This design comes from an exercise in tuning for small area on the open sky130 flow, not from production work. The RTL was checked by simulation tests, not by an equivalence proof against the original design.

## lane 1
// ex_stage
module ex_stage (
	input  logic                                      clock,
	input  logic                                      reset,
	input  logic [2-1:0]                 issue_valid,
	input  logic [2*2-1:0]               issue_unit,
	input  logic [2*3-1:0]               issue_op,
	input  logic [2*32-1:0]        issue_a,
	input  logic [2*32-1:0]        issue_b,
	input  logic [2*5-1:0]    issue_rob,
	input  logic [2*6-1:0]     issue_pr,
	output logic [2-1:0]              complete_valid,
	output logic [2*5-1:0] complete_rob,
	output logic [2*6-1:0]  complete_pr,
	output logic [2*32-1:0]     complete_value,
	output logic [3-1:0]                    unit_busy
);
	localparam int W = 5 + 6 + 32;
	logic [1:0] hit0, hit1, hitm;
	always_comb begin
		for (int w = 0; w < 2; w++) begin
			hit0[w] = issue_valid[w] && (issue_unit[w*2 +: 2] == ex_pkg::UNIT_ALU0);
			hit1[w] = issue_valid[w] && (issue_unit[w*2 +: 2] == ex_pkg::UNIT_ALU1);
			hitm[w] = issue_valid[w] && (issue_unit[w*2 +: 2] == ex_pkg::UNIT_MULT);
		end
	end
	logic [W-1:0] way_res [2];
	for (genvar w = 0; w < 2; w++) begin : g_way
		ex_pkg::xlen_t y;
		exec_alu alu_i (
			.op(issue_op[w*3 +: 3]),
			.a(issue_a[w*32 +: 32]),
  ...
clock: 7.0 ns
lec_check: 0
abc_area: 1
cap_margin: 20
core_margin: 2
core_utilization: 60
cts_buf_list: sky130_fd_sc_hd__clkbuf_8
cts_cluster_diameter: 60
cts_cluster_size: 16
slew_margin: 20
standard.sh (not shown) runs the stock make flow with config.mk's settings and CLKGATE_MAP_FILE= SYNTH_SCRIPT=/design/flow/synth_recipe.tcl, a recipe that flattens the netlist after the stock synthesis.
==> flow/flow/run.sh <==
#!/bin/bash
# standard layout, with plain buf_1 cells as the port buffers
set -euo pipefail
export BUFFER_PORTS_ARGS="-buffer_cell sky130_fd_sc_hd__buf_1"
bash standard.sh > standard_make.log 2>&1
The following lists how lane 2 was set up differently from lane 1:
==> flow/flow/run.sh <==
#!/bin/bash
# Standard layout with three changes, none of which touches the registers:
#  - synthesis skips the generic abc -fast pass inside yosys synth (SYNTH_ARGS=-noabc),
#    so the full-adder extraction sees the RTL's own adder structure;
#  - the final ABC mapping (ABC_AREA=1) uses flow/abc_area.script, an &nf area mapping;
#  - the port buffers are plain buf_1 cells.
# Each make run writes its full output to a log file in this folder; ORFS keeps
# every tool's own log under orfs/logs.
set -euo pipefail
export BUFFER_PORTS_ARGS="-buffer_cell sky130_fd_sc_hd__buf_1"
rm -rf scripts_area
cp -r "$FLOW_HOME/scripts" scripts_area
cp flow/abc_area.script scripts_area/abc_area.script
SCRIPTS_DIR="$PWD/scripts_area" SYNTH_ARGS=-noabc bash standard.sh synth > synth_make.log 2>&1
bash standard.sh > standard_make.log 2>&1
==> flow/flow/abc_area.script (new file) <==
&get -n
&st
&dch -f
&nf
&put
buffer -c
topo
stime -c
upsize -c
dnsize -c
diff --git a/flow/config.mk b/flow/config.mk
--- a/flow/config.mk
+++ b/flow/config.mk
@@ -7,5 +7,5 @@
 export LEC_CHECK = 0
 export ABC_AREA = 1
-export CAP_MARGIN = 20
+export CAP_MARGIN = 0
 export CORE_MARGIN = 2
 export CORE_UTILIZATION = 60
@@ -13,3 +13,3 @@
 export CTS_CLUSTER_DIAMETER = 60
 export CTS_CLUSTER_SIZE = 16
-export SLEW_MARGIN = 20
+export SLEW_MARGIN = 0
[summary]
- Lane 2: full flow OK, the timing, design-rule and antenna checks passed
- From lane 1 to lane 2 the numbers moved as follows: mean number of vias per cell now larger, finished layout cell area -0.0011 sq mm, global-route usage fell 1.3 points.
The inputs of lane 3 differ from those of lane 2 as listed below.
diff --git a/flow/config.mk b/flow/config.mk
--- a/flow/config.mk
+++ b/flow/config.mk
@@ -7,5 +7,5 @@
 export LEC_CHECK = 0
 export ABC_AREA = 1
-export CAP_MARGIN = 0
+export CAP_MARGIN = 20
 export CORE_MARGIN = 2
 export CORE_UTILIZATION = 60
@@ -13,3 +13,3 @@
 export CTS_CLUSTER_DIAMETER = 60
 export CTS_CLUSTER_SIZE = 16
-export SLEW_MARGIN = 0
+export SLEW_MARGIN = 20
==> run notes <==
- Lane 3 reached the final stage; the timing, design-rule and antenna checks on its layout passed.
- Any difference in hold slack between lane 2 and lane 3 is small enough to ignore.
- [lane 3] post-layout worst setup margin rose 0.0052 ns relative to lane 2
- Lane 3 against lane 2: final area went up; fraction of area in multi-input gates did not really move.
> inputs changed (lane 3 -> lane 4)
==> flow/flow/run.sh <==
#!/bin/bash
# standard layout, with plain buf_1 cells as the port buffers
set -euo pipefail
export BUFFER_PORTS_ARGS="-buffer_cell sky130_fd_sc_hd__buf_1"
bash standard.sh > standard_make.log 2>&1
diff --git a/flow/config.mk b/flow/config.mk
--- a/flow/config.mk
+++ b/flow/config.mk
@@ -10,6 +10,4 @@
 export CORE_MARGIN = 2
 export CORE_UTILIZATION = 60
-export CTS_BUF_LIST = sky130_fd_sc_hd__clkbuf_8
-export CTS_CLUSTER_DIAMETER = 60
-export CTS_CLUSTER_SIZE = 16
+export CTS_BUF_LIST = sky130_fd_sc_hd__clkbuf_4
 export SLEW_MARGIN = 20
removed: flow/flow/abc_area.script
### Flow results
- Across lane 4 and lane 3, the outcome is the same: a clean finish for every run.
- Critical path depth in cells (lane 4 over lane 3): increase, 5
- [compare] base=lane 3 new=lane 4: standard cell core area picked up an extra about 6%, core utilization now larger, cell count went up by about 22%.
- All-layer global routing usage: lower on lane 3
- HPWL after detailed placement: lane 4 vs lane 3 up about 12%
- Run comparison: lane 4 combinational family with the most area after synthesis adder cells; lane 3 combinational family with the most area after synthesis compound AO/OA/AOI/OAI gates
- When the final numbers for lane 4 and lane 3 were put side by side, the final non-filler cell area turned out to be smaller in lane 3.
- Summary of lane 4 over lane 3: via density per instance went down, number of cells on the worst reg-to-reg path went up.
diff inputs: lane 4 => lane 5
==> flow/flow/run.sh <==
#!/bin/bash
# Standard layout with three changes, none of which touches the registers:
#  - synthesis skips the generic abc -fast pass inside yosys synth (SYNTH_ARGS=-noabc),
#    so the full-adder extraction sees the RTL's own adder structure;
#  - the final ABC mapping (ABC_AREA=1) uses flow/abc_area.script, an &nf area mapping;
#  - the port buffers are plain buf_1 cells.
# Each make run writes its full output to a log file in this folder; ORFS keeps
# every tool's own log under orfs/logs.
set -euo pipefail
export BUFFER_PORTS_ARGS="-buffer_cell sky130_fd_sc_hd__buf_1"
rm -rf scripts_area
cp -r "$FLOW_HOME/scripts" scripts_area
cp flow/abc_area.script scripts_area/abc_area.script
SCRIPTS_DIR="$PWD/scripts_area" SYNTH_ARGS=-noabc bash standard.sh synth > synth_make.log 2>&1
bash standard.sh > standard_make.log 2>&1
==> flow/flow/abc_area.script (new file) <==
&get -n
&st
&dch -f
&nf
&put
buffer -c
topo
stime -c
upsize -c
dnsize -c
diff --git a/flow/config.mk b/flow/config.mk
--- a/flow/config.mk
+++ b/flow/config.mk
@@ -10,4 +10,6 @@
 export CORE_MARGIN = 2
 export CORE_UTILIZATION = 60
-export CTS_BUF_LIST = sky130_fd_sc_hd__clkbuf_4
+export CTS_BUF_LIST = sky130_fd_sc_hd__clkbuf_16
+export CTS_CLUSTER_DIAMETER = 60
+export CTS_CLUSTER_SIZE = 30
 export SLEW_MARGIN = 20
### Flow results
- Lane 4 has lower layout-stage area growth over the synthesis result than lane 5.
- When lane 5 is set beside lane 4, its number of nets in the layout turns out to be about 17% smaller.
- A endpoint of the most critical setup path of mult_i.hi[15]$_SDFF_PP0_ is what lane 4 shows, while mult_i.hi[7]$_SDFF_PP0_ belongs to lane 5.
- Mean routed wirelength per cell is higher on lane 5
- Relative to lane 4, global-route wire length before repair has decreased by 10000 microns in lane 5.
- Re post-synthesis cell type count: lane 4 and lane 5 aren't equal, and the lower value belongs to lane 4.
- Cmp lane 4 and lane 5 / shortest clock period the worst path allows after layout / lower: lane 4
- Between lane 5 and lane 4, it is lane 5 whose met2 track demand over resource is lower, by 2.7 points.
- Compared lane 5 against lane 4; sequential standard cell area within noise.
- Lane 5 reached the end of the flow, and the finished layout is clean on the timing, design-rule and antenna checks.
- Lane 5 against lane 4: die height went down about 3%, number of cells on the critical path went down 5.

========
Setup of raven:
ex_stage again, from the RTL that the note above started with.
==> flow/design.v (excerpt) <==
module ex_stage (
	input  logic                                      clock,
	input  logic                                      reset,
	input  logic [2-1:0]                 issue_valid,
	input  logic [2*2-1:0]               issue_unit,
	input  logic [2*3-1:0]               issue_op,
	input  logic [2*32-1:0]        issue_a,
	input  logic [2*32-1:0]        issue_b,
	input  logic [2*5-1:0]    issue_rob,
	input  logic [2*6-1:0]     issue_pr,
	output logic [2-1:0]              complete_valid,
	output logic [2*5-1:0] complete_rob,
	output logic [2*6-1:0]  complete_pr,
	output logic [2*32-1:0]     complete_value,
	output logic [3-1:0]                    unit_busy
);
==> flow/config.mk <==
export PLATFORM = sky130hd
export DESIGN_NAME = ex_stage
export DESIGN_NICKNAME = ex_stage
export VERILOG_FILES = /design/flow/design.v
export SDC_FILE = /design/flow/constraint.sdc
export NUM_CORES = 4
export LEC_CHECK = 0
export ABC_AREA = 1
export CAP_MARGIN = 0
export CORE_MARGIN = 2
export CORE_UTILIZATION = 75
export CTS_BUF_LIST = sky130_fd_sc_hd__clkbuf_8
export CTS_CLUSTER_DIAMETER = 60
export CTS_CLUSTER_SIZE = 16
export SLEW_MARGIN = 0
==> flow/constraint.sdc <==
create_clock -name core_clock -period 7.0 [get_ports {clock}]
set_input_delay 1.4000 -clock core_clock [delete_from_list [all_inputs] [get_ports {clock}]]
set_output_delay 1.4000 -clock core_clock [all_outputs]
set_load 0.01 [all_outputs]
==> flow/flow/run.sh <==
#!/bin/bash
# Standard layout with three changes, none of which touches the registers:
#  - synthesis skips the generic abc -fast pass inside yosys synth (SYNTH_ARGS=-noabc),
#    so the full-adder extraction sees the RTL's own adder structure;
#  - the final ABC mapping (ABC_AREA=1) uses flow/abc_area.script, an &nf area mapping;
#  - the port buffers are plain buf_1 cells.
# Each make run writes its full output to a log file in this folder; ORFS keeps
# every tool's own log under orfs/logs.
set -euo pipefail
export BUFFER_PORTS_ARGS="-buffer_cell sky130_fd_sc_hd__buf_1"
rm -rf scripts_area
cp -r "$FLOW_HOME/scripts" scripts_area
cp flow/abc_area.script scripts_area/abc_area.script
SCRIPTS_DIR="$PWD/scripts_area" SYNTH_ARGS=-noabc bash standard.sh synth > synth_make.log 2>&1
bash standard.sh > standard_make.log 2>&1
==> flow/flow/abc_area.script <==
&get -n
&st
&dch -f
&nf
&put
buffer -c
topo
stime -c
upsize -c
dnsize -c
## Diff of input files: cedar against raven
Settings: changing CORE_UTILIZATION from 75 to 60; setting GPL_ROUTABILITY_DRIVEN to 0 for the first time; setting GPL_TIMING_DRIVEN to 0 for the first time.
### Flow results
Period utilization: higher on raven
From raven to cedar the numbers moved as follows: total clock buffers created by CTS now sits higher; non-clock buffer count now sits higher; final design area excluding fillers now sits higher; routing usage on met2 now sits lower.
In cedar, the clock network area share came out 0.44 points above the value in raven.
~same maximum cell stage delay along the critical path in raven and cedar
Compare raven and cedar | minimum clock period higher: raven
Measured against each other, raven and cedar differ in setup slack of the critical path after layout, the higher figure coming from cedar.
Changes in pepper relative to cedar:
Settings: removing GPL_ROUTABILITY_DRIVEN (formerly 0); removing GPL_TIMING_DRIVEN (formerly 0); changing CTS_CLUSTER_SIZE from 16 to 10; changing CTS_BUF_LIST from sky130_fd_sc_hd__clkbuf_8 to sky130_fd_sc_hd__clkbuf_4; changing CTS_CLUSTER_DIAMETER from 60 to 40.
--- outcome ---
[compare] base=cedar new=pepper: worst hold slack comparable, mean routed wirelength per cell now larger.
Depth of the CTS H-tree came out higher on pepper than on cedar.

==> separate check: timing with driven ports <==
No port has a modelled driver above. Below, the same layouts with a new extraction and two added sets of constraints. Step 1, drivers: a clkbuf_16 drives clock and a buf_2 each remaining input, both assumed. Step 2 adds t to the input delays and takes it off the output delays; t is the mean of the earliest and latest rising clock arrival at the registers after step 1. Input paths then give back, and output paths get back, about the clock's delay inside the block. a / b / c = ideal / step 1 / step 2; a / b = the first two.
| run | shift t [ns] | setup WS [ns] | worst hold slack (ns) | worst setup path at the end |
|---|---|---|---|---|
| lane 1 | 0.656 | 0.349 / 0.349 / 0.349 | 0.438 / 0.438 / 0.438 | register to register |
| lane 2 | 0.636 | 0.267 / 0.267 / -0.156 | 0.459 / 0.459 / 0.459 | input to register |
| lane 3 | 0.637 | 0.273 / 0.273 / -0.108 | 0.459 / 0.459 / 0.459 | input to register |
| lane 4 | 0.799 | 0.315 / 0.315 / 0.315 | 0.433 / 0.433 / 0.433 | register to register |
| lane 5 | 0.601 | 0.252 / 0.252 / -0.112 | 0.468 / 0.468 / 0.468 | input to register |
| raven | 0.649 | 0.179 / 0.179 / 0.085 | 0.468 / 0.468 / 0.468 | input to register |
| cedar | 0.663 | 0.224 / 0.224 / -0.425 | 0.463 / 0.463 / 0.463 | input to register |
| pepper | 0.726 | 0.246 / 0.246 / -0.153 | 0.460 / 0.460 / 0.460 | input to register |
With both steps, setup timing fails in 5 of these runs, where it was met with ideal ports. The setup slack of cedar, which loses most, moves by 0.000 ns with the drivers and by -0.649 ns with both steps.
